Background: an optimization exercise with open tools, aiming at small area, a short achievable clock period and few clock cycles. Do not read the settings as production practice.
Only simulation tests tie the RTL to the original design; equivalence was not proved.
Power is estimated from default activity; no workload was simulated.

File: design/flow/run.sh
#!/bin/bash
# synth_recipe.tcl (not shown) runs the flow's synth.tcl, then flattens the netlist and writes it again
# the make line also repeats each setting of config.mk as NAME=value (left out here)
make -C /OpenROAD-flow-scripts/flow DESIGN_CONFIG=/design/flow/config.mk WORK_HOME=/design/flow/orfs CLKGATE_MAP_FILE= SYNTH_SCRIPT=/design/flow/synth_recipe.tcl finish
File: design/flow/design.v
package ptom_pkg;
   localparam int DefaultBookDepth = 16;
   localparam logic [1:0] STATUS_OK        = 2'd0;
   localparam logic [1:0] STATUS_FULL      = 2'd1;
   localparam logic [1:0] STATUS_SELL_IGN  = 2'd2;
endpackage
module ptom_cell (
   input  logic        clock,
   input  logic        reset,
   input  logic        ins_new,
   input  logic        ins_prev,
   input  logic        pop,
   input  logic        set_qty,
   input  logic [19:0] qty_in,
   input  logic [31:0] new_id,
   input  logic [23:0] new_price,
   input  logic [19:0] new_qty,
   input  logic        prev_used,
   input  logic [31:0] prev_id,
   input  logic [23:0] prev_price,
   input  logic [19:0] prev_qty,
   input  logic        next_used,
   input  logic [31:0] next_id,
   input  logic [23:0] next_price,
   input  logic [19:0] next_qty,
   output logic        used,
   output logic [31:0] id,
   output logic [23:0] price,
   output logic [19:0] qty
);
   always_ff @(posedge clock) begin
      if (reset) used <= 1'b0;
      else if (ins_new) used <= 1'b1;
      else if (ins_prev) used <= prev_used;
      else if (pop) used <= next_used;
      if (ins_new) begin
         id    <= new_id;
         price <= new_price;
         qty   <= new_qty;
      end else if (ins_prev) begin
         id    <= prev_id;
         price <= prev_price;
         qty   <= prev_qty;
      end else if (pop) begin
         id    <= next_id;
         price <= next_price;
         qty   <= next_qty;
      end else if (set_qty) begin
         qty   <= qty_in;
      end
   end
endmodule
module price_time_order_match #(
   parameter int BookDepth = ptom_pkg::DefaultBookDepth
) (
   input  logic        clock,
   input  logic        reset,
   input  logic        start,
   output logic        busy,
   input  logic        req_action,
   input  logic [31:0] req_order_id,
   input  logic        req_side,
   input  logic [23:0] req_price,
   input  logic [19:0] req_quantity,
   output logic        rsp_strobe,
   output logic        rsp_trade_valid,
   output logic [31:0] rsp_maker_id,
   output logic [31:0] rsp_taker_id,
   output logic [23:0] rsp_trade_price,
   output logic [19:0] rsp_trade_quantity,
   output logic [19:0] rsp_remaining_quantity,
   output logic [1:0]  rsp_status,
   output logic        rsp_best_valid,
   output logic [31:0] rsp_best_id,
   output logic [23:0] rsp_best_price,
   output logic [19:0] rsp_best_quantity,
   output logic        rsp_last
);
   localparam int D = BookDepth;
   logic        busy_q;
   logic        req_v;
   logic        req_act_q;
   logic [31:0] req_id_q;
   logic        req_side_q;
   logic [23:0] req_price_q;
   logic [19:0] req_qty_q;
   always_ff @(posedge clock) begin
      if (!busy_q) begin
         req_act_q   <= req_action;
         req_id_q    <= req_order_id;
         req_side_q  <= req_side;
         req_price_q <= req_price;
         req_qty_q   <= req_quantity;
      end
   end
   logic [D-1:0]    used;
   logic [31:0]     id   [D];
   logic [23:0]     price[D];
   logic [19:0]     qty  [D];
   logic [D-1:0]    ahead;      
   logic [D-1:0]    ins_new, ins_prev;
   logic            insert, pop, set_qty;
   logic [19:0]     head_qty_new;
   for (genvar g = 0; g < D; g++) begin : g_ahead
      assign ahead[g] = used[g] && (price[g] >= req_price_q);
   end
   for (genvar g = 0; g < D; g++) begin : g_cell
      logic        pu, nu;
      logic [31:0] pi, ni;
      logic [23:0] pp, np;
      logic [19:0] pq, nq;
      if (g == 0) begin : g_first
         assign pu = 1'b0; assign pi = '0; assign pp = '0; assign pq = '0;
         assign ins_new[g]  = insert && !ahead[g];
         assign ins_prev[g] = 1'b0;
      end else begin : g_mid
         assign pu = used[g-1]; assign pi = id[g-1]; assign pp = price[g-1]; assign pq = qty[g-1];
         assign ins_new[g]  = insert && !ahead[g] && ahead[g-1];
         assign ins_prev[g] = insert && !ahead[g-1];
      end
      if (g == D - 1) begin : g_last
         assign nu = 1'b0; assign ni = '0; assign np = '0; assign nq = '0;
      end else begin : g_notlast
         assign nu = used[g+1]; assign ni = id[g+1]; assign np = price[g+1]; assign nq = qty[g+1];
      end
      ptom_cell u_cell (
         .clock     (clock),
         .reset     (reset),
         .ins_new   (ins_new[g]),
         .ins_prev  (ins_prev[g]),
         .pop       (pop),
         .set_qty   (set_qty && (g == 0)),
         .qty_in    (head_qty_new),
         .new_id    (req_id_q),
         .new_price (req_price_q),
         .new_qty   (req_qty_q),
         .prev_used (pu),
         .prev_id   (pi),
         .prev_price(pp),
         .prev_qty  (pq),
         .next_used (nu),
         .next_id   (ni),
         .next_price(np),
         .next_qty  (nq),
         .used      (used[g]),
         .id        (id[g]),
         .price     (price[g]),
         .qty       (qty[g])
      );
   end
   logic        mip;           
   logic [31:0] sell_id_q;
   logic [23:0] sell_price_q;
   logic [19:0] rem_q;
   logic        run_req;       
   logic        is_match, is_add, add_sell, add_full;
   logic [31:0] sid;
   logic [23:0] sp;
   logic [19:0] rem;
   logic        can_first, can;
   logic [20:0] diff;
   logic        head_le;       
   logic [19:0] tq, rem_left;
   logic        more, mip_in;
   assign run_req  = req_v && !mip;
   assign is_match = mip || (run_req && req_act_q);
   assign is_add   = run_req && !req_act_q;
   assign add_sell = req_side_q;
   assign add_full = used[D-1];
   assign insert   = is_add && !add_sell && !add_full;
   assign sid = mip ? sell_id_q    : req_id_q;
   assign sp  = mip ? sell_price_q : req_price_q;
   assign rem = mip ? rem_q        : req_qty_q;
   assign can_first = (req_qty_q != '0) && used[0] && (req_price_q <= price[0]);
   assign can       = mip || (run_req && req_act_q && can_first);
   assign diff         = {1'b0, rem} - {1'b0, qty[0]};
   assign head_le      = !diff[20];
   assign pop          = can && head_le;
   assign set_qty      = can && !head_le;
   assign head_qty_new = qty[0] - rem;
   assign tq           = head_le ? qty[0] : rem;
   assign rem_left     = head_le ? diff[19:0] : '0;
   assign more         = head_le && (diff[19:0] != '0) && used[1] && (sp <= price[1]);
   assign mip_in       = can && more;
   always_ff @(posedge clock) begin
      if (reset) begin
         mip    <= 1'b0;
         req_v  <= 1'b0;
         busy_q <= 1'b0;
      end else begin
         mip    <= mip_in;
         req_v  <= busy_q || start;
         busy_q <= (busy_q || start) && mip_in;
      end
      sell_id_q    <= sid;
      sell_price_q <= sp;
      rem_q        <= rem_left;
   end
   logic        strobe_q;
   logic        r_trade_q;
   logic [31:0] r_maker_q;
   logic [31:0] r_taker_q;
   logic [23:0] r_price_q;
   logic [19:0] r_tq_q;
   logic [19:0] r_rem_q;
   logic [1:0]  r_status_q;
   logic        r_last_q;
   always_ff @(posedge clock) begin
      if (reset) strobe_q <= 1'b0;
      else       strobe_q <= mip || req_v;
      r_trade_q  <= can;
      r_maker_q  <= can ? id[0]    : '0;
      r_price_q  <= can ? price[0] : '0;
      r_tq_q     <= can ? tq       : '0;
      r_taker_q  <= is_match ? sid : '0;
      r_rem_q    <= !is_match ? '0 : can ? rem_left : rem;
      r_status_q <= !is_add ? ptom_pkg::STATUS_OK :
                    add_sell ? ptom_pkg::STATUS_SELL_IGN :
                    add_full ? ptom_pkg::STATUS_FULL : ptom_pkg::STATUS_OK;
      r_last_q   <= !mip_in;
   end
   assign busy                   = busy_q;
   assign rsp_strobe             = strobe_q;
   assign rsp_trade_valid        = r_trade_q;
   assign rsp_maker_id           = r_maker_q;
   assign rsp_taker_id           = r_taker_q;
   assign rsp_trade_price        = r_price_q;
   assign rsp_trade_quantity     = r_tq_q;
   assign rsp_remaining_quantity = r_rem_q;
   assign rsp_status             = r_status_q;
   assign rsp_last               = r_last_q;
   assign rsp_best_valid         = used[0];
   assign rsp_best_id            = used[0] ? id[0]    : '0;
   assign rsp_best_price         = used[0] ? price[0] : '0;
   assign rsp_best_quantity      = used[0] ? qty[0]   : '0;
endmodule
File: design/flow/config.mk
export PLATFORM = sky130hd
export DESIGN_NAME = price_time_order_match
export DESIGN_NICKNAME = price_time_order_match
export VERILOG_FILES = /design/flow/design.v
export SDC_FILE = /design/flow/constraint.sdc
export NUM_CORES = 4
export LEC_CHECK = 0
export CAP_MARGIN = 20
export CORE_MARGIN = 2
export CORE_UTILIZATION = 40
export SLEW_MARGIN = 20
File: design/flow/constraint.sdc
create_clock -name core_clock -period 9.0 [get_ports {clock}]
set_input_delay 1.8000 -clock core_clock [delete_from_list [all_inputs] [get_ports {clock}]]
set_output_delay 1.8000 -clock core_clock [all_outputs]
set_load 0.01 [all_outputs]
==> results.txt <==
cell usage after synthesis, types with 7 or more instances:
cell type  number
ha_1          429
edfxtp_1     1294
a31oi_1       173
a21o_1        101
mux2i_1       444
nand2b_1       32
mux2_2         33
a2111oi_0      14
a21oi_1       489
buf_2         118
o22ai_1       211
a22oi_1       164
inv_1         251
nand3_1        77
a2bb2oi_1       7
o21ai_0       439
nand4_1        43
or3_1           7
a221o_1        83
o31ai_1         9
nor4_1         40
nand2_1      1209
buf_1          65
o21ai_1        64
o22a_1         27
and4_1          7
dfxtp_1       228
o21a_1         27
a211oi_1       43
and3_1         11
xnor2_1        26
nor3_1        146
a222oi_1       40
a31o_2          7
nor2_1        671
o211ai_1       21
and2_1         66
clkbuf_1      456
a221oi_1       10
nor2b_1        73
area by class of cell:
type	count	area [sq um]
inverter	253	952
timing repair buffer	435	4060
fill	18400	108000
multi-input combinational	5325	33700
sequential	1522	43400
clock inverter	86	843
clock buffer	235	4800
tap	2656	3320
through the flow:
| stage | cell area [sq um] | power [mW] | utilization | cells |
|---|---|---|---|---|
| 2_1_floorplan | 80000 | 8.82 | - | 7748 |
| 3_3_place_gp | 85400 | 9.33 | 0.429 | 10200 |
| 3_5_place_dp | 85400 | 9.35 | 0.429 | 10200 |
| 4_1_cts | 91100 | 16.6 | 0.457 | 10500 |
| 5_1_grt | 91100 | 16.9 | 0.457 | 10500 |
| 6_report | 91100 | 16.5 | 0.457 | 10500 |
cells by family (layout without fill, tap and decap cells):
group                    Yosys count  after routing  share of synthesized area
XOR/XNOR                          31             31                    0.00339
buffers and inverters            901           1009                     0.0447
AO/OA/AOI/OAI                   1979           1979                      0.155
multiplexers                     477            477                     0.0602
flip-flops                      1522           1522                      0.543
AND/OR/NAND/NOR                 2407           2407                      0.127
adder cells (fa/ha/maj)          431            431                     0.0676
report_power, final:
part	switching, mW	total (mW)	internal (mW)	leakage, nW
combinational	0.805	1.23	0.425	16.8
sequential	0.190	8.01	7.82	13.8
clock	3.13	7.26	4.12	2.77
total	4.13	16.5	12.4	33.3
sequential cells by signal, summed over array words and instances (netlist names), 32 cells and up:
name / count
g_cell.u_cell.id: 512
g_cell.u_cell.price: 384
g_cell.u_cell.qty: 320
r_maker_q: 32
r_taker_q: 32
req_id_q: 32
sell_id_q: 32
per-layer routing:
metal  vias to the layer above  GRT usage  wire length [um]  share of wire
met5                         -          0                13       0.000042
met4                         2      0.117             13000          0.042
met3                       665     0.0647             33200           0.11
met2                      4002      0.457            137000           0.45
met1                     31700      0.396            124000           0.40
li1                      28300          -                 -              -
worst max-delay path: cells and delay by family, from the launching register on:
family	cells	cell delay, ns
buffers and inverters	4	2.21
and+or+nand+nor	5	1.68
DFF	1	0.76
AOI/OAI and AO/OA	4	0.73
adders and majority gates	1	0.50
final timing paths:
kind | startpoint | end | slack (ns) | cells past startpoint
hold / removal | sell_id_q[12] | sell_id_q[12] | 0.46 | 2
hold reg to reg | sell_id_q[12] | sell_id_q[12] | 0.46 | 2
setup reg to reg | req_price_q[23] | g_cell[6].u_cell.id[5] | 2.68 | 14
setup / recovery | req_price_q[23] | g_cell[6].u_cell.id[5] | 2.68 | 14
==> results_dict.tcl <==
set metrics [dict create \
    area_growth_pct 13.8 \
    dieArea_sq_um 204000 \
    synth_cell_types 84 \
    cp_common_cell "buf_4" \
    cts_resized 0 \
    start_util 0.402 \
    ys_ff_latch 1522 \
    grt_antenna_before_repair 8 \
    cp.required_ns 9.55 \
    hold_violations 0 \
    ant_nets 0 \
    worstPathCellList "inv_1, ha_1, nand4_1, nor4_1, nand4_1, o311a_1, a21oi_4, buf_4, nand2b_4, a21oi_4, buf_4, buf_4, nand2_1, o21ai_0" \
    synth_top_cell_area_share 0.486 \
    max_cap_violations 0 \
    worst_slew_margin_rel 0.201 \
    period_share 0.702 \
    clkTransAtPathRegs_ns 0.06 \
    cts_buffers 173 \
    rsz0062_at_grt "no" \
    vias 64700 \
    htreeDepth 4 \
    root_buffer "clkbuf_16" \
    die_h_um 451 \
    cp_max_fo 81 \
    finalSetupViolCount 0 \
    initialDrtViolationCount 9062 \
    die_w_um 451 \
    grt.total_usage 0.294 \
    power_density_nw_per_um2 181 \
    cp_slowest_cell "edfxtp_1" \
    path_class "flip-flop to flip-flop" \
    fmax_ghz 0.158 \
    drc 0 \
    syn-num-nets 8260 \
    cts_setup_buffers 0 \
    drt_pass1_iterations 8 \
    synth_area_leaders "edfxtp_1, ha_1, dfxtp_1, nand2_1, mux2i_1" \
    clock_latency_ns 0.86 \
    leakage_nw 33.3 \
    grt_start_max_net_pins 153 \
    routed_wire_length_per_instance_um 29.3 \
    cp-start-kind "flip-flop" \
    slowest_delay_ns 0.76 \
    core_sq_um 199000 \
    hold_class "flip-flop to flip-flop" \
    final_nets 8222 \
    ys_seq_area_frac 0.543 \
    clock_path_buffers 3 \
    syn_inst 7748 \
    tightest_slew_ns 1.19 \
    ir_drop_mv 0.192 \
    n_antenna_cell 0 \
    drt_wl_total_um 308000 \
    cts.sinks 1522 \
    cts_tree "built" \
    min_period_ns 6.32 \
    hpwl_um 192000 \
    tns_ns 0 \
    place.gp.congestion 1.01 \
    async_flop_share 0 \
    run_status "finished clean" \
    viasPerCell 6.15 \
    final_cell_mix "edfxtp_1, nand2_1, nor2_1" \
    critPathCaptureType "flip-flop" \
    cts_hold_buf 0 \
    synth-edff-count 1294 \
    grt_pass1_vias 62100 \
    ys.flop_type "edfxtp_1" \
    final_common_cell "edfxtp_1" \
    io_pins 292 \
    dp_slack_ns 2.82 \
    syn-cell-area_sq_um 80000 \
    clock_skew_ns 0.0350 \
    yosysTopAreaCell "edfxtp_1" \
    drv_slew 0 \
    io_buffers 291 \
    finalWorstSetupSlack_ns 2.68 \
    num_rows 164 \
    hold-worst-slack_ns 0.455 \
    grt_overflow 0 \
    grt_pass1_wl_um 441000 \
    syn_avg_cell_area_sq_um 10.3 \
    yosysWarnings 5 \
    layout-drive-gt1-share 0.0671 \
    worstPathArrival_ns 6.86 \
]
Testbench counts, summed over its fixed seeds: cycles 5,491.

-- port drivers added, routing unchanged --
The flow's constraints put no driver on any port. The routed layout listed below was extracted and timed again, unchanged, in two steps. Step 1 (the two cells are an assumption about what drives the block):
set clk [get_ports {clock}]
set_driving_cell -lib_cell sky130_fd_sc_hd__clkbuf_16 $clk
set_driving_cell -lib_cell sky130_fd_sc_hd__buf_2 [delete_from_list [all_inputs] $clk]
Step 2 adds t to the input delays and takes it off the output delays; t is the mean of the earliest and latest rising clock arrival at the registers after step 1. Input paths then give back, and output paths get back, about the clock's delay inside the block. a / b / c = ideal / step 1 / step 2; a / b = the first two.
t (ns): 0.934
setup WS [ns]: 2.685 / 2.685 / 2.685
worst setup path after step 2: register to register
clock arrival spread, ns: 0.036 / 0.036
After both steps setup and hold are still met in this run. The setup slack of this run moves by 0.000 ns with the drivers and by 0.000 ns with both steps.
